This is an optimization exercise on Yosys and OpenROAD, whose aim is small area and a short achievable clock period, not a production implementation. No run shown here included a check of the RTL's function; only the layout flow was run. Power is estimated from default activity; no workload was simulated.

==> design/flow/config.mk <==
export PLATFORM = sky130hd
export DESIGN_NAME = router
export DESIGN_NICKNAME = router
export VERILOG_FILES = /design/flow/design.v
export SDC_FILE = /design/flow/constraint.sdc
export NUM_CORES = 4
export LEC_CHECK = 0
export CAP_MARGIN = 20
export CORE_MARGIN = 2
export CORE_UTILIZATION = 65
export CTS_CLUSTER_DIAMETER = 100
export CTS_CLUSTER_SIZE = 25
export SETUP_SLACK_MARGIN = 2.0
export SLEW_MARGIN = 20
==> design/flow/constraint.sdc <==
create_clock -name core_clock -period 4.5 [get_ports {clk}]
set_input_delay 0.9000 -clock core_clock [delete_from_list [all_inputs] [get_ports {clk}]]
set_output_delay 0.9000 -clock core_clock [all_outputs]
set_load 0.01 [all_outputs]
==> design/flow/design.v <==
package router_pkg;
    typedef logic [81-1:0] flit_t;
    typedef logic [3-1:0] coord_t;
    typedef enum logic [1:0] {
        ROUTE_XPOS  = 2'd0,
        ROUTE_YPOS  = 2'd1,
        ROUTE_EJECT = 2'd2
    } route_dir_e;
    typedef struct packed {
        route_dir_e dir;
        flit_t      flit;
    } routed_flit_t;
endpackage
`timescale 1ns/10ps
module flit_queue #(
    parameter int width      = 81,
    parameter int tag_w      = 1,
    parameter int depth      = 8,
    parameter bit free_write = 0
) (
    input  logic             clk,
    input  logic             rst,
    input  logic [width-1:0] wr_data,
    input  logic [tag_w-1:0] wr_tag,
    input  logic             wr_en,
    input  logic             wr_en_next,
    input  logic             rd_en,
    output logic [width-1:0] rd_data,
    output logic [tag_w-1:0] head_tag,
    output logic             not_empty_next,
    output logic [tag_w-1:0] head_tag_next,
    output logic             not_empty,
    output logic             full,
    output logic             almost_full
);
    logic [width-1:0] mem [depth];
    logic [tag_w-1:0] tag [depth];
    logic [depth-1:0] wr_oh;
    logic [depth-1:0] rd_oh;
    logic [depth-1:0] rd_oh_next;
    logic [depth:0]   occ;
    logic             do_wr;
    logic             do_rd;
    logic [depth-1:0] wr_oh_d;
    logic [depth:0]   occ_d;
    logic [depth-1:0] wsel;
    logic [tag_w-1:0] next_tag;
    assign do_wr = free_write ? (wr_en && !full) : wr_en;
    assign do_rd = rd_en && not_empty;
    assign not_empty   = !occ[0];
    assign full        = occ[depth];
    assign almost_full = occ[depth-1];
    assign rd_oh_next = {rd_oh[depth-2:0], rd_oh[depth-1]};
    always_comb begin
        next_tag = '0;
        for (int i = 0; i < depth; i++) begin
            next_tag = next_tag | (tag[i] & {tag_w{rd_oh_next[i]}});
        end
    end
    assign wr_oh_d = do_wr ? {wr_oh[depth-2:0], wr_oh[depth-1]} : wr_oh;
    always_comb begin
        if (do_wr && !do_rd) begin
            occ_d = {occ[depth-1:0], 1'b0};
        end else if (do_rd && !do_wr) begin
            occ_d = {1'b0, occ[depth:1]};
        end else begin
            occ_d = occ;
        end
    end
    always_ff @(posedge clk) begin
        if (rst) begin
            wr_oh <= depth'(1);
            rd_oh <= depth'(1);
            occ   <= (depth + 1)'(1);
            wsel  <= free_write ? depth'(1) : '0;
        end else begin
            wr_oh <= wr_oh_d;
            if (do_rd) begin
                rd_oh <= rd_oh_next;
            end
            occ   <= occ_d;
            wsel  <= wr_oh_d & {depth{free_write ? !occ_d[depth] : wr_en_next}};
        end
    end
    assign not_empty_next = !rst && !occ_d[0];
    always_comb begin
        if (do_wr && (occ[0] || (occ[1] && do_rd))) begin
            head_tag_next = wr_tag;
        end else if (do_rd) begin
            head_tag_next = next_tag;
        end else begin
            head_tag_next = head_tag;
        end
    end
    always_ff @(posedge clk) begin
        head_tag <= head_tag_next;
    end
    for (genvar i = 0; i < depth; i++) begin : g_slot
        always_ff @(posedge clk) begin
            if (wsel[i]) begin
                mem[i] <= wr_data;
                tag[i] <= wr_tag;
            end
        end
    end
    always_comb begin
        rd_data = '0;
        for (int i = 0; i < depth; i++) begin
            rd_data = rd_data | (mem[i] & {width{rd_oh[i]}});
        end
    end
endmodule
`timescale 1ns/10ps
module route_comp #(
    parameter router_pkg::coord_t cur_x = '0,
    parameter router_pkg::coord_t cur_y = '0
) (
    input  router_pkg::flit_t flit,
    output logic              is_eject,
    output logic              go_y
);
    router_pkg::coord_t dst_x;
    router_pkg::coord_t dst_y;
    assign dst_x = flit[72 +: 3];
    assign dst_y = flit[75 +: 3];
    assign is_eject = (dst_x == cur_x) && (dst_y == cur_y);
    assign go_y     = (dst_x == cur_x);
endmodule
`timescale 1ns/10ps
module input_port #(
    parameter router_pkg::coord_t cur_x = '0,
    parameter router_pkg::coord_t cur_y = '0
) (
    input  logic              clk,
    input  logic              rst,
    input  router_pkg::flit_t in_flit,
    input  logic              in_valid,
    output router_pkg::flit_t eject_flit,
    output logic              eject_valid,
    output router_pkg::flit_t sw_head,
    output logic              sw_head_y,
    output logic              sw_head_valid,
    output logic              sw_head_y_next,
    output logic              sw_head_valid_next,
    input  logic              sw_grant
);
    logic              in_is_eject;
    logic              in_go_y;
    router_pkg::flit_t in_head;
    logic              in_head_eject;
    logic              in_head_y;
    logic              in_not_empty;
    logic              rc_pop;
    router_pkg::flit_t rc_flit;
    logic              rc_dir_y;
    logic              rc_valid;
    logic              rc_valid_d;
    logic              sw_full;
    logic              sw_almost_full;
    route_comp #(
        .cur_x(cur_x),
        .cur_y(cur_y)
    ) rc (
        .flit     (in_flit),
        .is_eject (in_is_eject),
        .go_y     (in_go_y)
    );
    flit_queue #(
        .width      (81),
        .tag_w      (2),
        .depth      (8),
        .free_write (1'b1)
    ) in_queue (
        .clk         (clk),
        .rst         (rst),
        .wr_data     (in_flit),
        .wr_tag      ({in_is_eject, in_go_y}),
        .wr_en       (in_valid),
        .wr_en_next  (1'b0),
        .rd_en       (rc_pop),
        .rd_data     (in_head),
        .head_tag    ({in_head_eject, in_head_y}),
        .not_empty_next (),
        .head_tag_next  (),
        .not_empty   (in_not_empty),
        .full        (),
        .almost_full ()
    );
    assign rc_pop = in_not_empty && !(sw_full || (sw_almost_full && rc_valid));
    assign rc_valid_d = rc_pop && !in_head_eject;
    always_ff @(posedge clk) begin
        rc_flit  <= in_head;
        rc_dir_y <= in_head_y;
    end
    always_ff @(posedge clk) begin
        if (rst) begin
            rc_valid    <= 1'b0;
            eject_valid <= 1'b0;
        end else begin
            rc_valid    <= rc_valid_d;
            eject_valid <= rc_pop && in_head_eject;
        end
    end
    assign eject_flit = rc_flit;
    flit_queue #(
        .width      (81),
        .tag_w      (1),
        .depth      (8),
        .free_write (1'b0)
    ) sw_queue (
        .clk         (clk),
        .rst         (rst),
        .wr_data     (rc_flit),
        .wr_tag      (rc_dir_y),
        .wr_en       (rc_valid),
        .wr_en_next  (rc_valid_d),
        .rd_en       (sw_grant),
        .rd_data     (sw_head),
        .head_tag    (sw_head_y),
        .not_empty_next (sw_head_valid_next),
        .head_tag_next  (sw_head_y_next),
        .not_empty   (sw_head_valid),
        .full        (sw_full),
        .almost_full (sw_almost_full)
    );
endmodule
`timescale 1ns/10ps
module switch_alloc (
    input  logic              clk,
    input  logic              rst,
    input  router_pkg::flit_t xpos_head,
    input  router_pkg::flit_t ypos_head,
    input  logic              xpos_head_y,
    input  logic              ypos_head_y,
    input  logic              xpos_head_valid,
    input  logic              ypos_head_valid,
    input  logic              xpos_head_y_next,
    input  logic              ypos_head_y_next,
    input  logic              xpos_head_valid_next,
    input  logic              ypos_head_valid_next,
    output logic              xpos_grant,
    output logic              ypos_grant,
    input  router_pkg::flit_t inject_xpos,
    input  router_pkg::flit_t inject_ypos,
    input  logic              inject_xpos_valid,
    input  logic              inject_ypos_valid,
    output router_pkg::flit_t out_xpos,
    output router_pkg::flit_t out_ypos,
    output logic              out_xpos_valid,
    output logic              out_ypos_valid
);
    router_pkg::flit_t head_flit [2];
    router_pkg::flit_t inj_flit [2];
    logic [1:0]        inj_valid;
    logic [1:0]        req_q [2];
    logic [1:0]        req_d [2];
    logic [1:0]        gnt [2];
    logic [1:0]        pick1_q;
    logic [1:0]        pick1_d;
    logic [1:0]        rr_ptr;
    logic [1:0]        rr_d;
    router_pkg::flit_t out_flit_q [2];
    logic [1:0]        out_valid_q;
    assign head_flit[0] = xpos_head;
    assign head_flit[1] = ypos_head;
    assign inj_flit[0]  = inject_xpos;
    assign inj_flit[1]  = inject_ypos;
    assign inj_valid    = {inject_ypos_valid, inject_xpos_valid};
    always_comb begin
        for (int o = 0; o < 2; o++) begin
            gnt[o]  = inj_valid[o] ? 2'b00 : {pick1_q[o], req_q[o][0] && !pick1_q[o]};
            rr_d[o] = (|gnt[o]) ? gnt[o][0] : rr_ptr[o];
        end
        req_d[0] = {ypos_head_valid_next && !ypos_head_y_next,
                    xpos_head_valid_next && !xpos_head_y_next};
        req_d[1] = {ypos_head_valid_next &&  ypos_head_y_next,
                    xpos_head_valid_next &&  xpos_head_y_next};
        for (int o = 0; o < 2; o++) begin
            pick1_d[o] = req_d[o][1] && (!req_d[o][0] || rr_d[o]);
        end
    end
    assign xpos_grant = gnt[0][0] | gnt[1][0];
    assign ypos_grant = gnt[0][1] | gnt[1][1];
    always_ff @(posedge clk) begin
        for (int o = 0; o < 2; o++) begin
            out_flit_q[o] <= inj_valid[o] ? inj_flit[o]
                           : (pick1_q[o] ? head_flit[1] : head_flit[0]);
        end
    end
    always_ff @(posedge clk) begin
        if (rst) begin
            out_valid_q <= 2'b00;
            rr_ptr      <= 2'b00;
            req_q[0]    <= 2'b00;
            req_q[1]    <= 2'b00;
            pick1_q     <= 2'b00;
        end else begin
            for (int o = 0; o < 2; o++) begin
                out_valid_q[o] <= inj_valid[o] | (|req_q[o]);
            end
            rr_ptr   <= rr_d;
            req_q[0] <= req_d[0];
            req_q[1] <= req_d[1];
            pick1_q  <= pick1_d;
        end
    end
    assign out_xpos       = out_flit_q[0];
    assign out_ypos       = out_flit_q[1];
    assign out_xpos_valid = out_valid_q[0];
    assign out_ypos_valid = out_valid_q[1];
endmodule
`timescale 1ns/10ps
module router #(
    parameter router_pkg::coord_t cur_x = '0,
    parameter router_pkg::coord_t cur_y = '0
) (
    input  logic              clk,
    input  logic              rst,
    input  router_pkg::flit_t in_xpos,
    input  logic              in_xpos_valid,
    input  router_pkg::flit_t in_ypos,
    input  logic              in_ypos_valid,
    input  router_pkg::flit_t inject_xpos,
    input  logic              inject_xpos_valid,
    input  router_pkg::flit_t inject_ypos,
    input  logic              inject_ypos_valid,
    output router_pkg::flit_t out_xpos,
    output logic              out_xpos_valid,
    output router_pkg::flit_t out_ypos,
    output logic              out_ypos_valid,
    output router_pkg::flit_t eject_xpos,
    output logic              eject_xpos_valid,
    output router_pkg::flit_t eject_ypos,
    output logic              eject_ypos_valid
);
    router_pkg::flit_t        xpos_head;
    router_pkg::flit_t        ypos_head;
    logic                     xpos_head_y;
    logic                     xpos_head_y_next;
    logic                     ypos_head_y_next;
    logic                     xpos_head_valid_next;
    logic                     ypos_head_valid_next;
    logic                     ypos_head_y;
    logic                     xpos_head_valid;
    logic                     ypos_head_valid;
    logic                     xpos_grant;
    logic                     ypos_grant;
    input_port #(
        .cur_x(cur_x),
        .cur_y(cur_y)
    ) xpos_in (
        .clk           (clk),
        .rst           (rst),
        .in_flit       (in_xpos),
        .in_valid      (in_xpos_valid),
        .eject_flit    (eject_xpos),
        .eject_valid   (eject_xpos_valid),
        .sw_head       (xpos_head),
        .sw_head_y     (xpos_head_y),
        .sw_head_y_next     (xpos_head_y_next),
        .sw_head_valid_next (xpos_head_valid_next),
        .sw_head_valid (xpos_head_valid),
        .sw_grant      (xpos_grant)
    );
    input_port #(
        .cur_x(cur_x),
        .cur_y(cur_y)
    ) ypos_in (
        .clk           (clk),
        .rst           (rst),
        .in_flit       (in_ypos),
        .in_valid      (in_ypos_valid),
        .eject_flit    (eject_ypos),
        .eject_valid   (eject_ypos_valid),
        .sw_head       (ypos_head),
        .sw_head_y     (ypos_head_y),
        .sw_head_y_next     (ypos_head_y_next),
        .sw_head_valid_next (ypos_head_valid_next),
        .sw_head_valid (ypos_head_valid),
        .sw_grant      (ypos_grant)
    );
    switch_alloc sa (
        .clk               (clk),
        .rst               (rst),
        .xpos_head         (xpos_head),
        .ypos_head         (ypos_head),
        .xpos_head_y       (xpos_head_y),
        .ypos_head_y       (ypos_head_y),
        .xpos_head_y_next     (xpos_head_y_next),
        .ypos_head_y_next     (ypos_head_y_next),
        .xpos_head_valid_next (xpos_head_valid_next),
        .ypos_head_valid_next (ypos_head_valid_next),
        .xpos_head_valid   (xpos_head_valid),
        .ypos_head_valid   (ypos_head_valid),
        .xpos_grant        (xpos_grant),
        .ypos_grant        (ypos_grant),
        .inject_xpos       (inject_xpos),
        .inject_ypos       (inject_ypos),
        .inject_xpos_valid (inject_xpos_valid),
        .inject_ypos_valid (inject_ypos_valid),
        .out_xpos          (out_xpos),
        .out_ypos          (out_ypos),
        .out_xpos_valid    (out_xpos_valid),
        .out_ypos_valid    (out_ypos_valid)
    );
endmodule
==> design/flow/flow/run.sh <==
#!/bin/bash
# Standard ORFS layout with three changes to how it is made:
#  - port buffers are plain buffers rather than the resizer's default pick
#  - clock tree without dummy balancing loads
#  - timing repair may resize a cell to a different footprint
# make's full output (every tool it runs) goes to flow_make.log here; ORFS
# also keeps each step's own log under orfs/logs.
set -euo pipefail
export BUFFER_PORTS_ARGS="-buffer_cell sky130_fd_sc_hd__buf_2"
export CTS_ARGS="-sink_clustering_enable -repair_clock_nets -sink_clustering_size 25 -sink_clustering_max_diameter 100 -dont_use_dummy_load"
bash standard.sh MATCH_CELL_FOOTPRINT=0 finish > flow_make.log 2>&1
==> design/flow/standard.sh <==
#!/bin/bash
# synth_recipe.tcl (not shown) runs the flow's synth.tcl, then flattens the netlist and writes it again
# the make line also repeats each setting of config.mk as NAME=value (left out here)
make -C /OpenROAD-flow-scripts/flow DESIGN_CONFIG=/design/flow/config.mk WORK_HOME=/design/flow/orfs CLKGATE_MAP_FILE= SYNTH_SCRIPT=/design/flow/synth_recipe.tcl "${@:-finish}"
==> metrics.yaml, run 1 <==
r2r_setup_slk_ns: 1.99
post_synthesis_compound_gate_area_fraction_pct: 11.3
clkLatencyLatePin_ns: 0.82
cts-buffers-inserted: 142
most-common-layout-cells: "sky130_fd_sc_hd__edfxtp_1, sky130_fd_sc_hd__a22oi_1, sky130_fd_sc_hd__buf_2, sky130_fd_sc_hd__nand2_1, sky130_fd_sc_hd__o21ai_0"
critical-path-slowest-cell: "sky130_fd_sc_hd__dfxtp_4"
yosysWarningCount: 14
layout-drive-gt1-share_pct: 17.2
die_h_um: 411
areaGrowthSynthToFinish_pct: 9.35
final_core_util_pct: 71.6
netlist-cell-type-count: 41
worst_hold_stages: 3
synth-async-reset-ratio_pct: 0
drc: 0
vdd_ir_drop_max_mv: 0.463
final-seq-area_um2: 89300
startpoint_type: "register"
setup_total_negative_slack_ns: 0
ys.flop_type: "sky130_fd_sc_hd__edfxtp_1"
type_of_the_worst_setup_path: "register to register"
groute.usage.overall_pct: 38.1
globalRouteOverflowTotal: 0
num_io_pins: 658
multiInputGateArea_um2: 17400
leakagePower_nw: 37.2
regToRegEndpoint: "sa.out_flit_q[0][6]"
antenna_violating_nets_remaining: 0
synth_edf_count: 2644
outcome: "no timing/DRC/antenna violations"
holdCritPathClass: "input pin to register"
routed_via_density: 7.00
antenna_found_initial: 96
synthXorXnorAreaFrac_pct: 0
clock_tree_from_tritoncts: "yes"
synth.avg_cell_area_um2: 17.3
htreeDepth: 4
min_period_over_period_pct: 55.8
power.density_nw_per_um2: 432
synth_cells: 6249
initialDrtViolationCount: 10500
die_area_um2: 169000
synth_nets: 6587
ys_seq_area_share_pct: 82.4
report.final.setup_viol: 0
finalWirelength_um: 331000
initial_core_utilization_pct: 65.4
crit_fanout: 47
worst_setup_path_end_kind: "register"
clock_sinks: 3118
max_slew_margin_pct: 26.1
timing_max_transition_violations_final: 0
clkSlewWorstSetupHoldPaths_ns: 0.10
worst_margin_pin_slew_ns: 1.11
worstRegToRegCells: 5
ys_ff_latch: 3118
gp_congestion: 1.00
die_w_um: 411
clock_tree.root_cell: "sky130_fd_sc_hd__clkbuf_16"
worst_path_largest_cell_delay_ns: 0.91
cap_violations: 0
r2r_start: "xpos_in.sw_queue.rd_oh[5]"
first_global_vias: 57100
hold-path-endpoint: "sa.out_flit_q[0][28]"
detailed_routing_iteration_count_for_the_pre_antenna_repair_pass: 8
synth_top_family_by_area: "compound AO/OA/AOI/OAI gates"
dp_hpwl_um: 207000
hold_viol: 0
synth-adder-area-share_pct: 0.0928
max-clock-path-buffers: 3
max_freq_mhz: 398
wl_per_cell_um: 36.7
worstHoldStart: "inject_xpos[28]"
fin_nets: 7139
req_time_crit_path_ns: 5.21
nFillCells: 10500
grt_start_max_net_pins: 151
ordered_cell_list_for_the_critical_path: "buf_4 -> a22oi_1 -> nand4_1 -> o21ai_0 -> o21ai_0"
mapped_cell_area_um2: 108000
placeableCoreArea_um2: 165000
first_pass_grt_wire_length_um: 445000
placement_rows: 149
io_buffers: 657
synth_mux_area_share_pct: 0.394
synth_simple_gate_area_share_pct: 4.38
worst_clock_skew_ns: 0.0270
crit_path_frequent_cell: "sky130_fd_sc_hd__o21ai_0"
grt_setup_unrepaired: "no"
critical_path_arrival_ns: 3.22
route.vias.total: 63200
most_common_cell_after_layout_fill_and_taps_aside: "sky130_fd_sc_hd__edfxtp_1"
timing.final.crit_period_ns: 2.51
-- Yosys cell counts, types with 2 or more instances --
| library cell | instances | area (um2) |
|---|---|---|
| sky130_fd_sc_hd__and2_1 | 15 | 93.8 |
| sky130_fd_sc_hd__nor2b_1 | 3 | 18.8 |
| sky130_fd_sc_hd__edfxtp_1 | 2644 | 79400 |
| sky130_fd_sc_hd__and4_1 | 81 | 709 |
| sky130_fd_sc_hd__a21oi_1 | 95 | 475 |
| sky130_fd_sc_hd__o21ai_0 | 331 | 1660 |
| sky130_fd_sc_hd__a22oi_1 | 1320 | 9910 |
| sky130_fd_sc_hd__nor3_1 | 6 | 30.0 |
| sky130_fd_sc_hd__inv_1 | 6 | 22.5 |
| sky130_fd_sc_hd__clkinv_1 | 4 | 15.0 |
| sky130_fd_sc_hd__clkbuf_1 | 318 | 1190 |
| sky130_fd_sc_hd__dfxtp_1 | 474 | 9490 |
| sky130_fd_sc_hd__nor4_1 | 16 | 100 |
| sky130_fd_sc_hd__ha_1 | 8 | 100 |
| sky130_fd_sc_hd__nor2_1 | 73 | 274 |
| sky130_fd_sc_hd__nand4_1 | 249 | 1560 |
| sky130_fd_sc_hd__buf_2 | 16 | 80.1 |
| sky130_fd_sc_hd__nand3b_1 | 34 | 255 |
| sky130_fd_sc_hd__nor3b_1 | 4 | 30.0 |
| sky130_fd_sc_hd__nor4b_1 | 2 | 17.5 |
| sky130_fd_sc_hd__mux2_2 | 6 | 67.6 |
| sky130_fd_sc_hd__buf_1 | 66 | 248 |
| sky130_fd_sc_hd__nand2_1 | 419 | 1570 |
| sky130_fd_sc_hd__o21bai_1 | 3 | 22.5 |
| sky130_fd_sc_hd__mux2i_1 | 32 | 320 |
| sky130_fd_sc_hd__o21a_1 | 2 | 15.0 |
| sky130_fd_sc_hd__nand2b_1 | 8 | 50.1 |
-- power by group --
part | switching [mW] | total [mW] | internal (mW)
logic | 2.35 | 3.25 | 0.904
registers | 1.24 | 33.8 | 32.6
clock network | 8.17 | 13.8 | 5.67
-- flip-flops by register name (all words and copies together), names as in the netlist, 16 cells and up --
name and cells:
xpos_in.in_queue.mem 648, ypos_in.in_queue.tag 16, ypos_in.sw_queue.mem 648, xpos_in.sw_queue.mem 648
ypos_in.rc_flit 81, ypos_in.in_queue.mem 648, xpos_in.rc_flit 81, xpos_in.in_queue.tag 16
sa.out_flit_q 162
-- cell families after synthesis --
group,count (synthesis)
AO/OA/AOI/OAI,1758
flip-flops,3118
adder cells (fa/ha/maj),8
AND/OR/NAND/NOR,912
buffers and inverters,413
multiplexers,40
-- repair_timing --
item                       4_1_cts  5_1_grt
hold buffers                     0        0
pin swaps                        1        1
resized for setup              125       25
setup buffers                    7       15
setup endpoints to repair      167       73
-- routing by layer --
metal  up-vias  GRT usage [%]  wire, um
li1      26100              -         -
met1     31900           53.6    119000
met2      4440           54.5    145000
met3       604           13.0     48700
met4        66           17.3     18100
met5         -              0       439
-- worst max-delay path, delay by kind of cell, from the launching register on --
family          cells  cell delay (ns)
buf+inv             1             0.46
simple gates        1             0.44
compound gates      3             0.55
flops               1             0.91
-- worst max-delay path by stage --
stage	startpoint	to	slack, ns	depth (start not counted)
global placement	inject_xpos_valid	sa.pick1_q[0]	1.49	8
floorplan	inject_xpos_valid	sa.pick1_q[1]	1.92	10
CTS	xpos_in.rc_flit[75]	eject_xpos[75]	2.00	1
global route	xpos_in.in_queue.occ[8]	xpos_in.in_queue.wsel[0]	1.98	6
detailed placement	inject_xpos_valid	sa.pick1_q[0]	1.42	8
finish	xpos_in.sw_queue.rd_oh[5]	sa.out_flit_q[0][6]	1.99	5
-- per-stage QoR --
stage / cell area (um2) / setup slack [ns] / total power, mW / hold WS (ns) / instances
floorplan: 108000 / 1.92 / 35.0 / 0.323 / 6249
global placement: 114000 / 1.49 / 37.4 / 0.344 / 8824
detailed placement: 114000 / 1.42 / 37.5 / 0.339 / 8824
CTS: 118000 / 2.00 / 50.8 / 0.219 / 8973
global route: 118000 / 1.98 / 52.0 / 0.275 / 8999
finish: 118000 / 1.99 / 50.9 / 0.286 / 9025
-- final cells by class --
class | count | share of cell area, %
Antenna cell | 37 | 0.0785
Clock buffer | 142 | 3.01
Inverter | 11 | 0.0382
Multi-Input combinational cell | 2718 | 14.8
Sequential cell | 3118 | 75.7
Tap cell | 2189 | 2.32
Timing Repair Buffer | 810 | 4.04
==> run 2, diff against run 1 <==
--- a/design/flow/config.mk
+++ b/design/flow/config.mk
@@ -8,7 +8,5 @@
 export CAP_MARGIN = 20
 export CORE_MARGIN = 2
 export CORE_UTILIZATION = 65
-export CTS_CLUSTER_DIAMETER = 100
-export CTS_CLUSTER_SIZE = 25
-export SETUP_SLACK_MARGIN = 2.0
+export SETUP_SLACK_MARGIN = 2.7
 export SLEW_MARGIN = 20
==> run 2 against run 1 <==
Net effect:
- still clean on timing, DRC and antenna
- design area grew 6.5%
- largest cell class unchanged
- clock-buffer cell count did not move
- wire length rose by 7.1%
- synthesized area unchanged
- critical path depth is 4 lower
- combinational power increased by 55%
- final cell count grew 4.5%
- core utilization increased by 4.6 points
- sequential share of layout area decreased by 4.0 points
- total power grew 2.8%
- register-to-register slack improved by 0.48 ns
- global-route usage up 2.7 points
==> metrics.yaml, run 2 <==
outcome: "no timing/DRC/antenna violations"  # unchanged
clock_tree.root_cell: "sky130_fd_sc_hd__clkbuf_16"  # unchanged
die_area_um2: 169000  # unchanged
switching_power_mw: 12.2  # was 11.8 mW
timing.critical_path.max_delay_family: "flip-flops"  # unchanged
fin_nets: 7549  # was 7,139
dp_hpwl_um: 206000  # was 207,000 um
critical-path-slowest-cell: "sky130_fd_sc_hd__dfxtp_4"  # unchanged
synth-async-reset-ratio_pct: 0  # unchanged
wl_per_cell_um: 37.6  # was 36.7 um
max_freq_mhz: 429  # was 398 MHz
worst_hold_stages: 3  # unchanged
placement_rows: 149  # unchanged
power.density_nw_per_um2: 417  # was 432 nW/um2
synth_edf_count: 2644  # unchanged
max_slew_margin_pct: 31.7  # was 26.1%
comb_power_share_pct: 9.6  # was 6.4%
synth_cells: 6249  # unchanged
r2r_start: "sa.req_q[0][0]"  # was xpos_in.sw_queue.rd_oh[5]
multiInputGateArea_um2: 18100  # was 17,400 um2
hold_viol: 0  # unchanged
clock_sinks: 3118  # unchanged
final_core_util_pct: 76.2  # was 71.6%
switching_share_pct: 23.3  # was 23.1%
holdCritPathClass: "input pin to register"  # unchanged
nFillCells: 9484  # was 10,500
gr-usage-met3_pct: 12.3  # was 13.0%
leading_post_synthesis_cells_by_cell_area: "sky130_fd_sc_hd__edfxtp_1, sky130_fd_sc_hd__a22oi_1, sky130_fd_sc_hd__dfxtp_1"  # unchanged
cts-buffers-inserted: 142  # unchanged
antenna_violating_nets_remaining: 0  # unchanged
num_io_pins: 658  # unchanged
most_common_cell_after_layout_fill_and_taps_aside: "sky130_fd_sc_hd__edfxtp_1"  # unchanged
timing_max_transition_violations_final: 0  # unchanged
power.sequential.fraction_pct: 63.8  # was 66.4%
yosysWarningCount: 14  # unchanged
met2_usage_pct: 58.2  # was 54.5%
ys_seq_area_share_pct: 82.4  # unchanged
first_pass_grt_wire_length_um: 474000  # was 445,000 um
ordered_cell_list_for_the_critical_path: "buf_6"  # was buf_4 -> a22oi_1 -> nand4_1 -> o21ai_0 -> o21ai_0
vdd_ir_drop_max_mv: 0.446  # was 0.463 mV
min_period_over_period_pct: 51.8  # was 55.8%
synth_nets: 6587  # unchanged
htreeDepth: 4  # unchanged
die_h_um: 411  # unchanged
hold-path-endpoint: "sa.out_flit_q[0][0]"  # was sa.out_flit_q[0][28]
synth.avg_cell_area_um2: 17.3  # unchanged
r2r_setup_slk_ns: 2.47  # was 1.99 ns
antenna_found_initial: 95  # was 96
synth_top_area_cell: "sky130_fd_sc_hd__edfxtp_1"  # unchanged
crit_fanout: 1  # was 47
share_clk_of_total_power_pct: 26.6  # was 27.2%
report.final.setup_viol: 0  # unchanged
initialDrtViolationCount: 11700  # was 10,500
globalRoute.busiestLayer: "met2"  # unchanged
regToRegEndpoint: "sa.pick1_q[1]"  # was sa.out_flit_q[0][6]
worstPathBufferInverterCount: 1  # unchanged
cp_num_cells: 1  # was 5
instance_area_at_placement_um2: 114000  # about the same
most-common-layout-cells: "sky130_fd_sc_hd__edfxtp_1, sky130_fd_sc_hd__a22oi_1, sky130_fd_sc_hd__nand2_1, sky130_fd_sc_hd__buf_4, sky130_fd_sc_hd__buf_2"  # was sky130_fd_sc_hd__edfxtp_1, sky130_fd_sc_hd__a22oi_1, sky130_fd_sc_hd__buf_2, sky130_fd_sc_hd__nand2_1, sky130_fd_sc_hd__o21ai_0
req_time_crit_path_ns: 3.60  # was 5.21 ns
internal-power_mw: 40.1  # was 39.2 mW
worst_margin_pin_slew_ns: 1.02  # was 1.11 ns
synth.top_cell.area_share_pct: 73.6  # unchanged
worst_clock_skew_ns: 0.0408  # was 0.0270 ns
groute.usage.overall_pct: 40.8  # was 38.1%
worst_path_largest_cell_delay_ns: 0.47  # was 0.91 ns
startpoint_type: "register"  # unchanged
leakagePower_nw: 40.4  # was 37.2 nW
mapped_cell_area_um2: 108000  # unchanged
critical_path_arrival_ns: 1.43  # was 3.22 ns
setup_total_negative_slack_ns: 0  # unchanged
grt_setup_unrepaired: "yes"  # was no
finalWirelength_um: 355000  # was 331,000 um
max-clock-path-buffers: 3  # unchanged
placement_setup_slack_ns: 1.43  # was 1.42 ns
clock_tree_from_tritoncts: "yes"  # unchanged
ys_ff_latch: 3118  # unchanged
most_frequently_used_cell_type_in_the_post_synthesis_netlist: "sky130_fd_sc_hd__edfxtp_1"  # unchanged
post_route_setup_slack_ns: 2.17  # was 1.99 ns
cap_violations: 0  # unchanged
first_global_vias: 59700  # was 57,100
timing.final.crit_period_ns: 2.33  # was 2.51 ns
io_buffers: 657  # unchanged
routed_via_density: 7.07  # was 7.00
initial_core_utilization_pct: 65.4  # unchanged
layout-drive-gt1-share_pct: 26.3  # was 17.2%
type_of_the_worst_setup_path: "register to output port"  # was register to register
netlist_top_cells_count: "sky130_fd_sc_hd__edfxtp_1, sky130_fd_sc_hd__a22oi_1, sky130_fd_sc_hd__dfxtp_1, sky130_fd_sc_hd__nand2_1, sky130_fd_sc_hd__o21ai_0"  # unchanged
clkLatencyLatePin_ns: 0.83  # was 0.82 ns
clkSlewWorstSetupHoldPaths_ns: 0.10  # about the same
timing.hold.ws_ns: 0.263  # was 0.286 ns
gp_congestion: 0.977  # was 1.00
post-route-cell-area_um2: 126000  # was 118,000 um2
die_w_um: 411  # unchanged
route.vias.total: 66600  # was 63,200
gr-usage-met1_pct: 57.5  # was 53.6%
worst_setup_path_end_kind: "output port"  # was register
final-seq-area_um2: 90100  # was 89,300 um2
areaGrowthSynthToFinish_pct: 16.4  # was 9.35%
netlist-cell-type-count: 41  # unchanged
detailed_routing_iteration_count_for_the_pre_antenna_repair_pass: 6  # was 8
placeableCoreArea_um2: 165000  # unchanged
globalRouteOverflowTotal: 0  # unchanged
ys.flop_type: "sky130_fd_sc_hd__edfxtp_1"  # unchanged
drc: 0  # unchanged
grt_start_max_net_pins: 157  # was 151
worstRegToRegCells: 9  # was 5
worstHoldStart: "inject_xpos[0]"  # was inject_xpos[28]
run 2: cell counts after synthesis:
Identical to the previous run, type by type.
run 2: logic make-up after synthesis:
| group | synth area share, % |
|---|---|
| AO/OA/AOI/OAI | 11.3 |
| AND/OR/NAND/NOR | 4.38 |
| flip-flops | 82.4 |
| multiplexers | 0.394 |
| buffers and inverters | 1.47 |
| adder cells (fa/ha/maj) | 0.0928 |
run 2: how the worst max path moves through the flow:
stage | endpoint | slack, ns | start
detailed placement | sa.pick1_q[0] | 1.43 | inject_ypos_valid
finish | out_ypos[1] | 2.17 | sa.out_flit_q[1][1]
floorplan | sa.pick1_q[1] | 1.92 | inject_xpos_valid
global route | out_ypos[1] | 2.16 | sa.out_flit_q[1][1]
CTS | out_ypos[2] | 2.18 | sa.out_flit_q[1][2]
global placement | sa.pick1_q[0] | 1.52 | inject_ypos_valid
run 2: final cells by class:
| cell class | instances | area share (%) |
|---|---|---|
| Antenna cell | 35 | 0.0697 |
| Clock buffer | 142 | 2.83 |
| Inverter | 11 | 0.0448 |
| Multi-Input combinational cell | 2719 | 14.4 |
| Sequential cell | 3118 | 71.7 |
| Tap cell | 2189 | 2.18 |
| Timing Repair Buffer | 1219 | 8.75 |
run 2: power groups by stage:
stage | clock network, mW | logic [mW] | registers, mW
detailed placement | 0 | 3.10 | 34.4
CTS | 13.9 | 4.67 | 33.3
finish | 13.9 | 5.05 | 33.4
global route | 14.8 | 5.19 | 33.4
floorplan | 0 | 1.06 | 34.0
global placement | 0 | 3.07 | 34.4
run 2: through the flow:
step,instances,power [mW]
after floorplan,6249,35.1
after global placement,8826,37.4
after detailed placement,8826,37.5
after CTS,9305,51.9
after global routing,9409,53.4
final,9433,52.3
run 2: metal layers:
metal	part of all wire (%)	vias to the layer above
met5	0.10	-
met4	6.4	54
met3	15	719
met2	44	5251
met1	35	33600
li1	-	27000
run 2: what timing repair did:
action	in CTS	in global routing
hold endpoints to repair	0	0
hold buffers	0	0
gates cloned	2	3
pin swaps	58	43
setup buffers	335	90
setup endpoints to repair	783	625
gates resized for setup	1051	209
==> run 3, diff against run 2 <==
==> design/flow/run.sh (new file) <==
#!/bin/bash
# synth_recipe.tcl (not shown) runs the flow's synth.tcl, then flattens the netlist and writes it again
# the make line also repeats each setting of config.mk as NAME=value (left out here)
make -C /OpenROAD-flow-scripts/flow DESIGN_CONFIG=/design/flow/config.mk WORK_HOME=/design/flow/orfs CLKGATE_MAP_FILE= SYNTH_SCRIPT=/design/flow/synth_recipe.tcl finish
--- a/design/flow/config.mk
+++ b/design/flow/config.mk
@@ -8,5 +8,7 @@
 export CAP_MARGIN = 20
 export CORE_MARGIN = 2
 export CORE_UTILIZATION = 65
-export SETUP_SLACK_MARGIN = 2.7
+export CTS_CLUSTER_DIAMETER = 100
+export CTS_CLUSTER_SIZE = 25
+export SETUP_SLACK_MARGIN = 2.0
 export SLEW_MARGIN = 20
removed: design/flow/flow/run.sh
removed: design/flow/standard.sh
==> run 3 against run 2 <==
Net effect:
- total power is 0.18% lower
- die area stayed put
- still clean on timing, DRC and antenna
- maximum frequency is 8.4% lower
- final cell count is 3.0% lower
==> metrics.yaml, run 3 <==
cap_violations: 0  # unchanged
leakagePower_nw: 37.9  # was 40.4 nW
power.density_nw_per_um2: 428  # was 417 nW/um2
gr-usage-met1_pct: 54.2  # was 57.5%
most_common_cell_after_layout_fill_and_taps_aside: "sky130_fd_sc_hd__edfxtp_1"  # unchanged
clock_tree.root_cell: "sky130_fd_sc_hd__clkbuf_16"  # unchanged
yosysWarningCount: 14  # unchanged
hold_viol: 0  # unchanged
type_of_the_worst_setup_path: "register to output port"  # unchanged
leading_post_synthesis_cells_by_cell_area: "sky130_fd_sc_hd__edfxtp_1, sky130_fd_sc_hd__a22oi_1, sky130_fd_sc_hd__dfxtp_1"  # unchanged
max_slew_margin_pct: 25.0  # was 31.7%
drc: 0  # unchanged
most-common-layout-cells: "sky130_fd_sc_hd__edfxtp_1, sky130_fd_sc_hd__a22oi_1, sky130_fd_sc_hd__nand2_1, sky130_fd_sc_hd__o21ai_0, sky130_fd_sc_hd__clkdlybuf4s50_1"  # was sky130_fd_sc_hd__edfxtp_1, sky130_fd_sc_hd__a22oi_1, sky130_fd_sc_hd__nand2_1, sky130_fd_sc_hd__buf_4, sky130_fd_sc_hd__buf_2
instance_area_at_placement_um2: 117000  # was 114,000 um2
synth_nets: 6587  # unchanged
final_core_util_pct: 74.0  # was 76.2%
clkSlewWorstSetupHoldPaths_ns: 0.10  # about the same
switching_power_mw: 12.0  # was 12.2 mW
most_frequently_used_cell_type_in_the_post_synthesis_netlist: "sky130_fd_sc_hd__edfxtp_1"  # unchanged
layout-drive-gt1-share_pct: 10.3  # was 26.3%
post-route-cell-area_um2: 122000  # was 126,000 um2
globalRouteOverflowTotal: 0  # unchanged
critical-path-slowest-cell: "sky130_fd_sc_hd__dfxtp_2"  # was sky130_fd_sc_hd__dfxtp_4
areaGrowthSynthToFinish_pct: 13.1  # was 16.4%
met2_usage_pct: 54.4  # was 58.2%
die_w_um: 411  # unchanged
comb_power_share_pct: 7.1  # was 9.6%
first_global_vias: 57500  # was 59,700
worst_path_largest_cell_delay_ns: 0.51  # was 0.47 ns
crit_fanout: 9  # was 1
io_buffers: 657  # unchanged
htreeDepth: 4  # unchanged
worstPathBufferInverterCount: 1  # unchanged
gr-usage-met3_pct: 11.4  # was 12.3%
routed_via_density: 6.95  # was 7.07
ys.flop_type: "sky130_fd_sc_hd__edfxtp_1"  # unchanged
timing.final.crit_period_ns: 2.54  # was 2.33 ns
min_period_over_period_pct: 56.5  # was 51.8%
outcome: "no timing/DRC/antenna violations"  # unchanged
antenna_found_initial: 89  # was 95
initial_core_utilization_pct: 65.4  # unchanged
internal-power_mw: 40.2  # was 40.1 mW
num_io_pins: 658  # unchanged
max-clock-path-buffers: 3  # unchanged
synth-async-reset-ratio_pct: 0  # unchanged
vdd_ir_drop_max_mv: 0.427  # was 0.446 mV
placement_rows: 149  # unchanged
synth_edf_count: 2644  # unchanged
die_area_um2: 169000  # unchanged
route.vias.total: 63600  # was 66,600
report.final.setup_viol: 0  # unchanged
synth.avg_cell_area_um2: 17.3  # unchanged
worst_clock_skew_ns: 0.0299  # was 0.0408 ns
synth_cells: 6249  # unchanged
fin_nets: 7167  # was 7,549
nFillCells: 10100  # was 9,484
initialDrtViolationCount: 10200  # was 11,700
dp_hpwl_um: 209000  # was 206,000 um
switching_share_pct: 23.1  # was 23.3%
post-layout-total-power_mw: 52.2  # was 52.3 mW
mapped_cell_area_um2: 108000  # unchanged
netlist-cell-type-count: 41  # unchanged
worst_setup_path_end_kind: "output port"  # unchanged
ordered_cell_list_for_the_critical_path: "clkbuf_2"  # was buf_6
clock_sinks: 3118  # unchanged
die_h_um: 411  # unchanged
clkLatencyLatePin_ns: 0.83  # about the same
ys_ff_latch: 3118  # unchanged
req_time_crit_path_ns: 3.60  # about the same
finalWirelength_um: 327000  # was 355,000 um
synth.top_cell.area_share_pct: 73.6  # unchanged
timing.critical_path.max_delay_family: "flip-flops"  # unchanged
wl_per_cell_um: 35.7  # was 37.6 um
share_clk_of_total_power_pct: 28.3  # was 26.6%
detailed_routing_iteration_count_for_the_pre_antenna_repair_pass: 6  # unchanged
synth_top_area_cell: "sky130_fd_sc_hd__edfxtp_1"  # unchanged
clock_tree_from_tritoncts: "yes"  # unchanged
globalRoute.busiestLayer: "met2"  # unchanged
ys_seq_area_share_pct: 82.4  # unchanged
power.sequential.fraction_pct: 64.6  # was 63.8%
placeableCoreArea_um2: 165000  # unchanged
antenna_violating_nets_remaining: 0  # unchanged
startpoint_type: "register"  # unchanged
timing.hold.ws_ns: 0.420  # was 0.263 ns
grt_setup_unrepaired: "yes"  # unchanged
netlist_top_cells_count: "sky130_fd_sc_hd__edfxtp_1, sky130_fd_sc_hd__a22oi_1, sky130_fd_sc_hd__dfxtp_1, sky130_fd_sc_hd__nand2_1, sky130_fd_sc_hd__o21ai_0"  # unchanged
holdCritPathClass: "register to register"  # was input pin to register
max_freq_mhz: 393  # was 429 MHz
cts-buffers-inserted: 142  # unchanged
worst_margin_pin_slew_ns: 1.12  # was 1.02 ns
first_pass_grt_wire_length_um: 446000  # was 474,000 um
groute.usage.overall_pct: 38.0  # was 40.8%
grt_start_max_net_pins: 100  # was 157
gp_congestion: 0.980  # was 0.977
timing_max_transition_violations_final: 0  # unchanged
critical_path_arrival_ns: 1.64  # was 1.43 ns
setup_total_negative_slack_ns: 0  # unchanged
[run 3: changes by cell type in the layout (fill, tap and decap cells not counted), sizes merged, moves of 3 or more]
cell | before | now
clkdlybuf4s18 | 0 | 3
buf | 1209 | 205
clkdlybuf4s15 | 0 | 57
dlygate4sd2 | 0 | 242
clkdlybuf4s50 | 0 | 326
clkbuf | 151 | 247
[run 3: logic make-up after synthesis]
kind of cell	Yosys count	share of synthesized area, %
adders and majority gates	8	0.0928
AOI/OAI and AO/OA	1758	11.3
buffers and inverters	413	1.47
muxes	40	0.394
DFF	3118	82.4
and+or+nand+nor	912	4.38
[run 3: final cells by class]
cell class | instances | area, um2 | area share, %
diodes | 33 | 82.6 | 0.0677
repair buffers | 838 | 7720 | 6.33
flip-flops and latches | 3118 | 89700 | 73.6
well taps | 2189 | 2740 | 2.25
multi-input cells | 2718 | 17500 | 14.3
clock buffers | 242 | 4120 | 3.38
clock inverters | 5 | 58.8 | 0.0482
inverters | 11 | 56.3 | 0.0462
[run 3: power by group through the flow]
stage | Clock (mW) | Combinational, mW | Sequential (mW)
final | 14.8 | 3.69 | 33.7
after detailed placement | 0 | 3.54 | 34.5
after global placement | 0 | 3.50 | 34.4
after CTS | 14.8 | 3.55 | 33.7
after global routing | 15.8 | 3.80 | 33.8
after floorplan | 0 | 1.01 | 34.0
[run 3: final timing paths]
path / to / cells after the start / startpoint / slack (ns)
setup / recovery: eject_xpos[65] / 1 / xpos_in.rc_flit[65] / 1.96
hold / removal: xpos_in.rc_dir_y / 0 / xpos_in.in_queue.head_tag[0] / 0.42
setup reg to reg: sa.out_flit_q[0][26] / 5 / xpos_in.sw_queue.rd_oh[2] / 1.98
hold reg to reg: xpos_in.rc_dir_y / 0 / xpos_in.in_queue.head_tag[0] / 0.42
[run 3: per-layer routing]
metal / up-vias / wire length, um
li1: 26300 / -
met4: 62 / 17400
met3: 555 / 46600
met5: - / 417
met2: 4567 / 144000
met1: 32100 / 118000
[run 3: per-stage QoR]
stage          setup WS (ns)  std cells
6_report                1.96       9154
5_1_grt                 1.92       9130
4_1_cts                 1.75       9117
3_5_place_dp            1.14       8834
3_3_place_gp            1.20       8834
2_1_floorplan           1.90       6249
[run 3: what timing repair did]
action,4_1_cts,5_1_grt
pin swaps,1,0
buffers inserted,36,4
gates resized for setup,869,27
endpoints found under the setup margin,385,48
hold buffers,0,0
==> run 4, diff against run 3 <==
--- a/design/flow/design.v
+++ b/design/flow/design.v
@@ -27,8 +27,6 @@
     input  logic             rd_en,
     output logic [width-1:0] rd_data,
     output logic [tag_w-1:0] head_tag,
-    output logic             not_empty_next,
-    output logic [tag_w-1:0] head_tag_next,
     output logic             not_empty,
     output logic             full,
     output logic             almost_full
@@ -82,19 +80,13 @@
             wsel  <= wr_oh_d & {depth{free_write ? !occ_d[depth] : wr_en_next}};
         end
     end
-    assign not_empty_next = !rst && !occ_d[0];
-    always_comb begin
+    always_ff @(posedge clk) begin
         if (do_wr && (occ[0] || (occ[1] && do_rd))) begin
-            head_tag_next = wr_tag;
+            head_tag <= wr_tag;
         end else if (do_rd) begin
-            head_tag_next = next_tag;
-        end else begin
-            head_tag_next = head_tag;
+            head_tag <= next_tag;
         end
     end
-    always_ff @(posedge clk) begin
-        head_tag <= head_tag_next;
-    end
     for (genvar i = 0; i < depth; i++) begin : g_slot
         always_ff @(posedge clk) begin
             if (wsel[i]) begin
@@ -140,8 +132,6 @@
     output router_pkg::flit_t sw_head,
     output logic              sw_head_y,
     output logic              sw_head_valid,
-    output logic              sw_head_y_next,
-    output logic              sw_head_valid_next,
     input  logic              sw_grant
 );
     logic              in_is_eject;
@@ -180,8 +170,6 @@
         .rd_en       (rc_pop),
         .rd_data     (in_head),
         .head_tag    ({in_head_eject, in_head_y}),
-        .not_empty_next (),
-        .head_tag_next  (),
         .not_empty   (in_not_empty),
         .full        (),
         .almost_full ()
@@ -217,8 +205,6 @@
         .rd_en       (sw_grant),
         .rd_data     (sw_head),
         .head_tag    (sw_head_y),
-        .not_empty_next (sw_head_valid_next),
-        .head_tag_next  (sw_head_y_next),
         .not_empty   (sw_head_valid),
         .full        (sw_full),
         .almost_full (sw_almost_full)
@@ -234,10 +220,6 @@
     input  logic              ypos_head_y,
     input  logic              xpos_head_valid,
     input  logic              ypos_head_valid,
-    input  logic              xpos_head_y_next,
-    input  logic              ypos_head_y_next,
-    input  logic              xpos_head_valid_next,
-    input  logic              ypos_head_valid_next,
     output logic              xpos_grant,
     output logic              ypos_grant,
     input  router_pkg::flit_t inject_xpos,
@@ -252,13 +234,10 @@
     router_pkg::flit_t head_flit [2];
     router_pkg::flit_t inj_flit [2];
     logic [1:0]        inj_valid;
-    logic [1:0]        req_q [2];
-    logic [1:0]        req_d [2];
+    logic [1:0]        req [2];
     logic [1:0]        gnt [2];
-    logic [1:0]        pick1_q;
-    logic [1:0]        pick1_d;
+    logic [1:0]        pick1;
     logic [1:0]        rr_ptr;
-    logic [1:0]        rr_d;
     router_pkg::flit_t out_flit_q [2];
     logic [1:0]        out_valid_q;
     assign head_flit[0] = xpos_head;
@@ -266,17 +245,12 @@
     assign inj_flit[0]  = inject_xpos;
     assign inj_flit[1]  = inject_ypos;
     assign inj_valid    = {inject_ypos_valid, inject_xpos_valid};
+    assign req[0] = {ypos_head_valid && !ypos_head_y, xpos_head_valid && !xpos_head_y};
+    assign req[1] = {ypos_head_valid &&  ypos_head_y, xpos_head_valid &&  xpos_head_y};
     always_comb begin
         for (int o = 0; o < 2; o++) begin
-            gnt[o]  = inj_valid[o] ? 2'b00 : {pick1_q[o], req_q[o][0] && !pick1_q[o]};
-            rr_d[o] = (|gnt[o]) ? gnt[o][0] : rr_ptr[o];
-        end
-        req_d[0] = {ypos_head_valid_next && !ypos_head_y_next,
-                    xpos_head_valid_next && !xpos_head_y_next};
-        req_d[1] = {ypos_head_valid_next &&  ypos_head_y_next,
-                    xpos_head_valid_next &&  xpos_head_y_next};
-        for (int o = 0; o < 2; o++) begin
-            pick1_d[o] = req_d[o][1] && (!req_d[o][0] || rr_d[o]);
+            pick1[o] = req[o][1] && (!req[o][0] || rr_ptr[o]);
+            gnt[o]   = inj_valid[o] ? 2'b00 : {pick1[o], req[o][0] && !pick1[o]};
         end
     end
     assign xpos_grant = gnt[0][0] | gnt[1][0];
@@ -284,24 +258,20 @@
     always_ff @(posedge clk) begin
         for (int o = 0; o < 2; o++) begin
             out_flit_q[o] <= inj_valid[o] ? inj_flit[o]
-                           : (pick1_q[o] ? head_flit[1] : head_flit[0]);
+                           : (pick1[o] ? head_flit[1] : head_flit[0]);
         end
     end
     always_ff @(posedge clk) begin
         if (rst) begin
             out_valid_q <= 2'b00;
             rr_ptr      <= 2'b00;
-            req_q[0]    <= 2'b00;
-            req_q[1]    <= 2'b00;
-            pick1_q     <= 2'b00;
         end else begin
             for (int o = 0; o < 2; o++) begin
-                out_valid_q[o] <= inj_valid[o] | (|req_q[o]);
+                out_valid_q[o] <= inj_valid[o] | (|req[o]);
+                if (|gnt[o]) begin
+                    rr_ptr[o] <= gnt[o][0];
+                end
             end
-            rr_ptr   <= rr_d;
-            req_q[0] <= req_d[0];
-            req_q[1] <= req_d[1];
-            pick1_q  <= pick1_d;
         end
     end
     assign out_xpos       = out_flit_q[0];
@@ -336,10 +306,6 @@
     router_pkg::flit_t        xpos_head;
     router_pkg::flit_t        ypos_head;
     logic                     xpos_head_y;
-    logic                     xpos_head_y_next;
-    logic                     ypos_head_y_next;
-    logic                     xpos_head_valid_next;
-    logic                     ypos_head_valid_next;
     logic                     ypos_head_y;
     logic                     xpos_head_valid;
     logic                     ypos_head_valid;
@@ -357,8 +323,6 @@
         .eject_valid   (eject_xpos_valid),
         .sw_head       (xpos_head),
         .sw_head_y     (xpos_head_y),
-        .sw_head_y_next     (xpos_head_y_next),
-        .sw_head_valid_next (xpos_head_valid_next),
         .sw_head_valid (xpos_head_valid),
         .sw_grant      (xpos_grant)
     );
@@ -374,8 +338,6 @@
         .eject_valid   (eject_ypos_valid),
         .sw_head       (ypos_head),
         .sw_head_y     (ypos_head_y),
-        .sw_head_y_next     (ypos_head_y_next),
-        .sw_head_valid_next (ypos_head_valid_next),
         .sw_head_valid (ypos_head_valid),
         .sw_grant      (ypos_grant)
     );
@@ -386,10 +348,6 @@
         .ypos_head         (ypos_head),
         .xpos_head_y       (xpos_head_y),
         .ypos_head_y       (ypos_head_y),
-        .xpos_head_y_next     (xpos_head_y_next),
-        .ypos_head_y_next     (ypos_head_y_next),
-        .xpos_head_valid_next (xpos_head_valid_next),
-        .ypos_head_valid_next (ypos_head_valid_next),
         .xpos_head_valid   (xpos_head_valid),
         .ypos_head_valid   (ypos_head_valid),
         .xpos_grant        (xpos_grant),
--- a/design/flow/config.mk
+++ b/design/flow/config.mk
@@ -9,6 +9,6 @@
 export CORE_MARGIN = 2
 export CORE_UTILIZATION = 65
 export CTS_CLUSTER_DIAMETER = 100
-export CTS_CLUSTER_SIZE = 25
+export CTS_CLUSTER_SIZE = 30
 export SETUP_SLACK_MARGIN = 2.0
 export SLEW_MARGIN = 20
==> run 4 against run 3 <==
Net effect:
- clock skew down 0.0024 ns
- critical endpoint is now eject_xpos[74]
- clock power down 11%
- worst setup slack better by 0.058 ns
- critical path depth unchanged
- synthesized cell count down 3.2%
- sequential power about the same
- largest power group unchanged
- worst hold slack worse by 0.014 ns
- still clean on timing, DRC and antenna
- first-iteration DRC count down 3.1%
- register-to-register slack better by 0.04 ns
==> metrics.yaml, run 4 <==
min_period_over_period_pct: 55.2  # was 56.5%
clkSlewWorstSetupHoldPaths_ns: 0.12  # was 0.10 ns
die_w_um: 410  # was 411 um
power.density_nw_per_um2: 424  # was 428 nW/um2
clkLatencyLatePin_ns: 0.80  # was 0.83 ns
routed_via_density: 6.99  # was 6.95
groute.usage.overall_pct: 37.5  # was 38.0%
grt_setup_unrepaired: "no"  # was yes
post-route-cell-area_um2: 120000  # was 122,000 um2
clock_tree.root_cell: "sky130_fd_sc_hd__clkbuf_16"  # unchanged
instance_area_at_placement_um2: 116000  # was 117,000 um2
startpoint_type: "register"  # unchanged
critical_path_arrival_ns: 1.59  # was 1.64 ns
req_time_crit_path_ns: 3.60  # about the same
timing.hold.ws_ns: 0.406  # was 0.420 ns
detailed_routing_iteration_count_for_the_pre_antenna_repair_pass: 9  # was 6
report.final.setup_viol: 0  # unchanged
ys_ff_latch: 3112  # was 3,118
type_of_the_worst_setup_path: "register to output port"  # unchanged
timing.critical_path.max_delay_family: "flip-flops"  # unchanged
holdBufCountCts: 0  # unchanged
fin_nets: 6972  # was 7,167
ys.flop_type: "sky130_fd_sc_hd__edfxtp_1"  # unchanged
detailroute.wirelength.met3_um: 43100  # was 46,600 um
route.vias.total: 62400  # was 63,600
synth-async-reset-ratio_pct: 0  # unchanged
yosysWarningCount: 13  # was 14
ys_seq_area_share_pct: 82.9  # was 82.4%
timing.final.crit_period_ns: 2.49  # was 2.54 ns
drc: 0  # unchanged
multiInputGateArea_um2: 16500  # was 17,500 um2
most-common-layout-cells: "sky130_fd_sc_hd__edfxtp_1, sky130_fd_sc_hd__a22oi_1, sky130_fd_sc_hd__nand4_1, sky130_fd_sc_hd__clkdlybuf4s50_1, sky130_fd_sc_hd__dlygate4sd2_1"  # was sky130_fd_sc_hd__edfxtp_1, sky130_fd_sc_hd__a22oi_1, sky130_fd_sc_hd__nand2_1, sky130_fd_sc_hd__o21ai_0, sky130_fd_sc_hd__clkdlybuf4s50_1
areaGrowthSynthToFinish_pct: 12.4  # was 13.1%
placeableCoreArea_um2: 163000  # was 165,000 um2
globalRouteOverflowTotal: 0  # unchanged
antenna_found_initial: 68  # was 89
io_buffers: 657  # unchanged
cts-buffers-inserted: 113  # was 142
synth_nets: 6386  # was 6,587
netlist_top_cells_count: "sky130_fd_sc_hd__edfxtp_1, sky130_fd_sc_hd__a22oi_1, sky130_fd_sc_hd__dfxtp_1, sky130_fd_sc_hd__nand4_1, sky130_fd_sc_hd__clkbuf_1"  # was sky130_fd_sc_hd__edfxtp_1, sky130_fd_sc_hd__a22oi_1, sky130_fd_sc_hd__dfxtp_1, sky130_fd_sc_hd__nand2_1, sky130_fd_sc_hd__o21ai_0
leakagePower_nw: 37.7  # was 37.9 nW
detail_route.wirelength.met1_um: 119000  # was 118,000 um
hold_viol: 0  # unchanged
worst_path_largest_cell_delay_ns: 0.43  # was 0.51 ns
gp_congestion: 0.950  # was 0.980
most_common_cell_after_layout_fill_and_taps_aside: "sky130_fd_sc_hd__edfxtp_1"  # unchanged
post-layout-total-power_mw: 51.0  # was 52.2 mW
nFillCells: 10100  # about the same
netlist-cell-type-count: 47  # was 41
timing_max_transition_violations_final: 0  # unchanged
max-clock-path-buffers: 3  # unchanged
htreeDepth: 3  # was 4
first_pass_grt_wire_length_um: 442000  # was 446,000 um
worstPathBufferInverterCount: 1  # unchanged
num_io_pins: 658  # unchanged
clock_sinks: 3112  # was 3,118
setup_total_negative_slack_ns: 0  # unchanged
synth.top_cell.area_share_pct: 74.2  # was 73.6%
worst_margin_pin_slew_ns: 1.16  # was 1.12 ns
crit_fanout: 9  # unchanged
cap_violations: 0  # unchanged
initialDrtViolationCount: 9850  # was 10,200
first_global_vias: 57100  # was 57,500
outcome: "no timing/DRC/antenna violations"  # unchanged
most_frequently_used_cell_type_in_the_post_synthesis_netlist: "sky130_fd_sc_hd__edfxtp_1"  # unchanged
finalWirelength_um: 320000  # was 327,000 um
leading_post_synthesis_cells_by_cell_area: "sky130_fd_sc_hd__edfxtp_1, sky130_fd_sc_hd__a22oi_1, sky130_fd_sc_hd__dfxtp_1"  # unchanged
die_h_um: 410  # was 411 um
synth_edf_count: 2646  # was 2,644
max_freq_mhz: 402  # was 393 MHz
layout-drive-gt1-share_pct: 10.2  # was 10.3%
placement_rows: 148  # was 149
holdCritPathClass: "register to register"  # unchanged
wl_per_cell_um: 35.8  # was 35.7 um
top_signal_layer_used: "met5"  # unchanged
worst_setup_path_end_kind: "output port"  # unchanged
mapped_cell_area_um2: 107000  # was 108,000 um2
routed_wire_length_on_met2_um: 142000  # was 144,000 um
ordered_cell_list_for_the_critical_path: "clkdlybuf4s15_2"  # was clkbuf_2
max_slew_margin_pct: 23.0  # was 25.0%
clock_tree_from_tritoncts: "yes"  # unchanged
synth_cells: 6050  # was 6,249
critical-path-slowest-cell: "sky130_fd_sc_hd__dfxtp_2"  # unchanged
grt_start_max_net_pins: 84  # was 100
worst_clock_skew_ns: 0.0276  # was 0.0299 ns
die_area_um2: 168000  # was 169,000 um2
synth.avg_cell_area_um2: 17.7  # was 17.3 um2
dp_hpwl_um: 203000  # was 209,000 um
final-seq-area_um2: 89700  # about the same
antenna_violating_nets_remaining: 0  # unchanged
vdd_ir_drop_max_mv: 0.353  # was 0.427 mV
synth_top_area_cell: "sky130_fd_sc_hd__edfxtp_1"  # unchanged
initial_core_utilization_pct: 65.7  # was 65.4%
run 4: final cells by class:
cell class | count | area share (%)
clock buffers | 208 | 2.66
repair buffers | 850 | 6.46
multi-input cells | 2470 | 13.7
inverters | 89 | 0.285
flip-flops and latches | 3112 | 74.5
clock inverters | 7 | 0.0696
well taps | 2175 | 2.26
diodes | 17 | 0.0353
run 4: final timing paths:
kind | start | end | slack, ns | cells past startpoint
setup / recovery | xpos_in.rc_flit[74] | eject_xpos[74] | 2.01 | 1
hold / removal | ypos_in.in_queue.head_tag[0] | ypos_in.rc_dir_y | 0.41 | 0
setup reg to reg | ypos_in.sw_queue.rd_oh[6] | sa.out_flit_q[1][34] | 2.02 | 5
hold reg to reg | ypos_in.in_queue.head_tag[0] | ypos_in.rc_dir_y | 0.41 | 0
run 4: kinds of logic after synthesis:
group	after synthesis	share of synthesized area (%)
AOI/OAI and AO/OA	1669	11.1
adders and majority gates	6	0.0701
and+or+nand+nor	742	3.62
DFF	3112	82.9
muxes	51	0.484
buffers and inverters	470	1.80
run 4: report_power, final:
| part | switching [mW] | internal [mW] | total [mW] |
|---|---|---|---|
| Clock | 8.16 | 4.91 | 13.1 |
| Combinational | 2.66 | 1.41 | 4.07 |
| Sequential | 1.22 | 32.6 | 33.8 |
| Total | 12.0 | 38.9 | 51.0 |
run 4: through the flow:
stage | setup WS (ns) | cells | utilization [%]
3_3_place_gp | 1.21 | 8631 | 71.2
2_1_floorplan | 2.00 | 6050 | -
5_1_grt | 2.00 | 8920 | 73.8
3_5_place_dp | 1.21 | 8631 | 71.2
6_report | 2.01 | 8928 | 73.8
4_1_cts | 1.79 | 8907 | 73.7
run 4: per-layer routing:
layer	track usage, %	vias to the layer above
met5	0	-
met4	16.2	36
met1	54.8	31800
li1	-	25700
met2	54.4	4386
met3	9.69	479
run 4: what timing repair did:
action / CTS / global route
setup endpoints to repair: 409 / 118
gates cloned: 2 / 0
setup buffers: 59 / 4
pin swaps: 2 / 2
gates resized for setup: 820 / 21
==> run 5, diff against run 4 <==
--- a/design/flow/design.v
+++ b/design/flow/design.v
@@ -23,7 +23,6 @@
     input  logic [width-1:0] wr_data,
     input  logic [tag_w-1:0] wr_tag,
     input  logic             wr_en,
-    input  logic             wr_en_next,
     input  logic             rd_en,
     output logic [width-1:0] rd_data,
     output logic [tag_w-1:0] head_tag,
@@ -39,11 +38,9 @@
     logic [depth:0]   occ;
     logic             do_wr;
     logic             do_rd;
-    logic [depth-1:0] wr_oh_d;
-    logic [depth:0]   occ_d;
     logic [depth-1:0] wsel;
     logic [tag_w-1:0] next_tag;
-    assign do_wr = free_write ? (wr_en && !full) : wr_en;
+    assign do_wr = wr_en && !full;
     assign do_rd = rd_en && not_empty;
     assign not_empty   = !occ[0];
     assign full        = occ[depth];
@@ -55,29 +52,23 @@
             next_tag = next_tag | (tag[i] & {tag_w{rd_oh_next[i]}});
         end
     end
-    assign wr_oh_d = do_wr ? {wr_oh[depth-2:0], wr_oh[depth-1]} : wr_oh;
-    always_comb begin
-        if (do_wr && !do_rd) begin
-            occ_d = {occ[depth-1:0], 1'b0};
-        end else if (do_rd && !do_wr) begin
-            occ_d = {1'b0, occ[depth:1]};
-        end else begin
-            occ_d = occ;
-        end
-    end
     always_ff @(posedge clk) begin
         if (rst) begin
             wr_oh <= depth'(1);
             rd_oh <= depth'(1);
             occ   <= (depth + 1)'(1);
-            wsel  <= free_write ? depth'(1) : '0;
         end else begin
-            wr_oh <= wr_oh_d;
+            if (do_wr) begin
+                wr_oh <= {wr_oh[depth-2:0], wr_oh[depth-1]};
+            end
             if (do_rd) begin
                 rd_oh <= rd_oh_next;
             end
-            occ   <= occ_d;
-            wsel  <= wr_oh_d & {depth{free_write ? !occ_d[depth] : wr_en_next}};
+            if (do_wr && !do_rd) begin
+                occ <= {occ[depth-1:0], 1'b0};
+            end else if (do_rd && !do_wr) begin
+                occ <= {1'b0, occ[depth:1]};
+            end
         end
     end
     always_ff @(posedge clk) begin
@@ -87,6 +78,7 @@
             head_tag <= next_tag;
         end
     end
+    assign wsel = free_write ? (wr_oh & {depth{!full}}) : (wr_oh & {depth{do_wr}});
     for (genvar i = 0; i < depth; i++) begin : g_slot
         always_ff @(posedge clk) begin
             if (wsel[i]) begin
@@ -144,7 +136,6 @@
     router_pkg::flit_t rc_flit;
     logic              rc_dir_y;
     logic              rc_valid;
-    logic              rc_valid_d;
     logic              sw_full;
     logic              sw_almost_full;
     route_comp #(
@@ -166,7 +157,6 @@
         .wr_data     (in_flit),
         .wr_tag      ({in_is_eject, in_go_y}),
         .wr_en       (in_valid),
-        .wr_en_next  (1'b0),
         .rd_en       (rc_pop),
         .rd_data     (in_head),
         .head_tag    ({in_head_eject, in_head_y}),
@@ -175,7 +165,6 @@
         .almost_full ()
     );
     assign rc_pop = in_not_empty && !(sw_full || (sw_almost_full && rc_valid));
-    assign rc_valid_d = rc_pop && !in_head_eject;
     always_ff @(posedge clk) begin
         rc_flit  <= in_head;
         rc_dir_y <= in_head_y;
@@ -185,7 +174,7 @@
             rc_valid    <= 1'b0;
             eject_valid <= 1'b0;
         end else begin
-            rc_valid    <= rc_valid_d;
+            rc_valid    <= rc_pop && !in_head_eject;
             eject_valid <= rc_pop && in_head_eject;
         end
     end
@@ -201,7 +190,6 @@
         .wr_data     (rc_flit),
         .wr_tag      (rc_dir_y),
         .wr_en       (rc_valid),
-        .wr_en_next  (rc_valid_d),
         .rd_en       (sw_grant),
         .rd_data     (sw_head),
         .head_tag    (sw_head_y),
==> run 5 against run 4 <==
Net effect:
- combinational power increased by 8.1%
- maximum frequency decreased by 2.1%
- worst setup slack got worse by 0.052 ns
- critical endpoint is now sa.out_flit_q[1][74]
- wire length increased by 2.3%
- worst hold slack improved by 0.056 ns
- first-iteration DRC count increased by 3.5%
- global-route usage increased by 1.0 points
- register-to-register slack got worse by 0.06 ns
- final cell count decreased by 0.44%
- still clean on timing, DRC and antenna
==> metrics.yaml, run 5 <==
outcome: "no timing/DRC/antenna violations"  # unchanged
hold_viol: 0  # unchanged
cts-buffers-inserted: 112  # was 113
timing.final.crit_period_ns: 2.54  # was 2.49 ns
ys_seq_area_share_pct: 83.0  # was 82.9%
synth.avg_cell_area_um2: 17.6  # was 17.7 um2
hold-path-endpoint: "ypos_in.sw_queue.wr_oh[2]"  # was ypos_in.rc_dir_y
synth-adder-area-share_pct: 0.0471  # was 0.0701%
finalWirelength_um: 327000  # was 320,000 um
critical_path_arrival_ns: 3.24  # was 1.59 ns
first_pass_grt_wire_length_um: 447000  # was 442,000 um
clock_tree_from_tritoncts: "yes"  # unchanged
synth_cells: 6030  # was 6,050
leakagePower_nw: 37.7  # about the same
report.final.setup_viol: 0  # unchanged
synth_mux_area_share_pct: 0.383  # was 0.484%
io_buffers: 657  # unchanged
max_slew_margin_pct: 27.2  # was 23.0%
die_h_um: 408  # was 410 um
instance_area_at_placement_um2: 116000  # about the same
worst_clock_skew_ns: 0.0286  # was 0.0276 ns
leading_post_synthesis_cells_by_cell_area: "sky130_fd_sc_hd__edfxtp_1, sky130_fd_sc_hd__a22oi_1, sky130_fd_sc_hd__dfxtp_1"  # unchanged
post-route-cell-area_um2: 120000  # about the same
power.sequential.fraction_pct: 65.9  # was 66.4%
die_area_um2: 167000  # was 168,000 um2
initial_core_utilization_pct: 65.4  # was 65.7%
max_freq_mhz: 394  # was 402 MHz
die_w_um: 408  # was 410 um
holdCritPathClass: "register to register"  # unchanged
post_synthesis_compound_gate_area_fraction_pct: 11.6  # was 11.1%
switching_power_mw: 12.2  # was 12.0 mW
initialDrtViolationCount: 10200  # was 9,850
num_io_pins: 658  # unchanged
wl_per_cell_um: 36.8  # was 35.8 um
==> run 5: changes by cell type in the layout (fill, tap and decap cells not counted), sizes merged, moves of 13 or more <==
cell,before,now
nor2b,0,19
and2,16,3
dfxtp,466,434
nand2,82,116
dlygate4sd2,268,255
nor4,17,0
nand3b,20,5
inv,88,181
buf,199,177
nor2,241,83
a21oi,168,257
==> run 5: through the flow <==
stage                     cells  worst slack (ns)  total power, mW  utilization, %
final                      8889              1.96             51.0            73.7
after global routing       8869              1.97             52.1            73.7
after CTS                  8854              1.93             50.9            73.6
after detailed placement   8608             0.894             38.6            71.2
after global placement     8608              1.02             38.5            71.2
after floorplan            6030              1.32             35.1               -
==> run 5: cell families after synthesis <==
family                     count (synthesis)
adders and majority gates                  4
muxes                                     40
buffers and inverters                    567
and+or+nand+nor                          580
AOI/OAI and AO/OA                       1759
DFF                                     3080
==> run 5: cell type report <==
class	instances	area, um2	area share [%]
sequential	3080	88900	74.2
multi-input combinational	2388	16200	13.5
timing repair buffer	818	7910	6.60
clock buffer	210	3260	2.72
tap	2175	2720	2.27
inverter	186	796	0.664
antenna	29	72.6	0.0605
clock inverter	3	36.3	0.0303
==> run 5: critical path, stage by stage, from the launching register on <==
cell                       delay [ns]
sky130_fd_sc_hd__edfxtp_1        0.54
sky130_fd_sc_hd__nor3b_4         0.22
sky130_fd_sc_hd__buf_4           0.18
sky130_fd_sc_hd__o21bai_4        0.59
sky130_fd_sc_hd__buf_4           0.50
sky130_fd_sc_hd__o22ai_1         0.17
sky130_fd_sc_hd__a21oi_1         0.21
==> run 5: worst max-delay path by stage <==
stage	from	endpoint	slack, ns	cells after the start
CTS	xpos_in.sw_queue.occ[8]	xpos_in.sw_queue.mem[7][19]	1.93	4
global route	xpos_in.sw_queue.head_tag	ypos_in.sw_queue.occ[4]	1.97	8
detailed placement	in_ypos[73]	ypos_in.in_queue.head_tag[1]	0.89	4
finish	xpos_in.sw_queue.head_tag	sa.out_flit_q[1][74]	1.96	6
floorplan	xpos_in.in_queue.occ[8]	xpos_in.in_queue.mem[0][0]	1.32	2
global placement	in_ypos[73]	ypos_in.in_queue.head_tag[1]	1.02	4
==> run 5: power groups by stage <==
stage / clock (mW) / combinational, mW / sequential, mW
floorplan: 0 / 1.40 / 33.7
global placement: 0 / 4.31 / 34.2
detailed placement: 0 / 4.36 / 34.3
CTS: 13.0 / 4.27 / 33.6
global route: 13.9 / 4.50 / 33.7
finish: 13.0 / 4.40 / 33.6
==> run 5: metal layers <==
metal	routed length (um)	vias to the layer above
met4	17000	64
met2	144000	4687
met1	118000	31600
li1	-	25600
met5	430	-
met3	47500	509
==> run 5: what timing repair did <==
| action | in CTS | in global routing |
|---|---|---|
| cloned | 4 | 1 |
| gates resized for setup | 892 | 27 |
| setup endpoints to repair | 712 | 588 |
| pin swaps | 3 | 2 |
| buffers inserted | 29 | 5 |
| hold buffers | 0 | 0 |

## separate check: timing with driven ports
No port has a modelled driver above. Below, the same layouts with a new extraction and two added sets of constraints. Step 1 sets driving cells, clkbuf_16 on the clock port and buf_2 on the other inputs (assumed; they add their load-dependent delay and slew). Step 2, shift: input delay + t, output delay - t, t = (earliest + latest rising clock arrival at the registers) / 2. This alone moves slack from input paths to output paths. Three values: no drivers, after step 1, after step 2; two values: the first two.
| run | t, ns | setup slack, ns | worst setup path after step 2 |
|---|---|---|---|
| run 1 | 0.901 | 1.990 / 1.934 / 1.598 | input to register |
| run 2 | 0.903 | 2.171 / 2.081 / 1.566 | input to register |
| run 3 | 0.900 | 1.957 / 1.868 / 1.299 | input to register |
| run 4 | 0.885 | 2.015 / 1.919 / 1.445 | input to register |
| run 5 | 0.874 | 1.962 / 1.921 / 1.056 | input to register |
After both steps setup and hold are still met in every run listed. For run 5, which loses most, drivers alone change the setup slack by -0.041 ns; drivers and shift together by -0.906 ns.
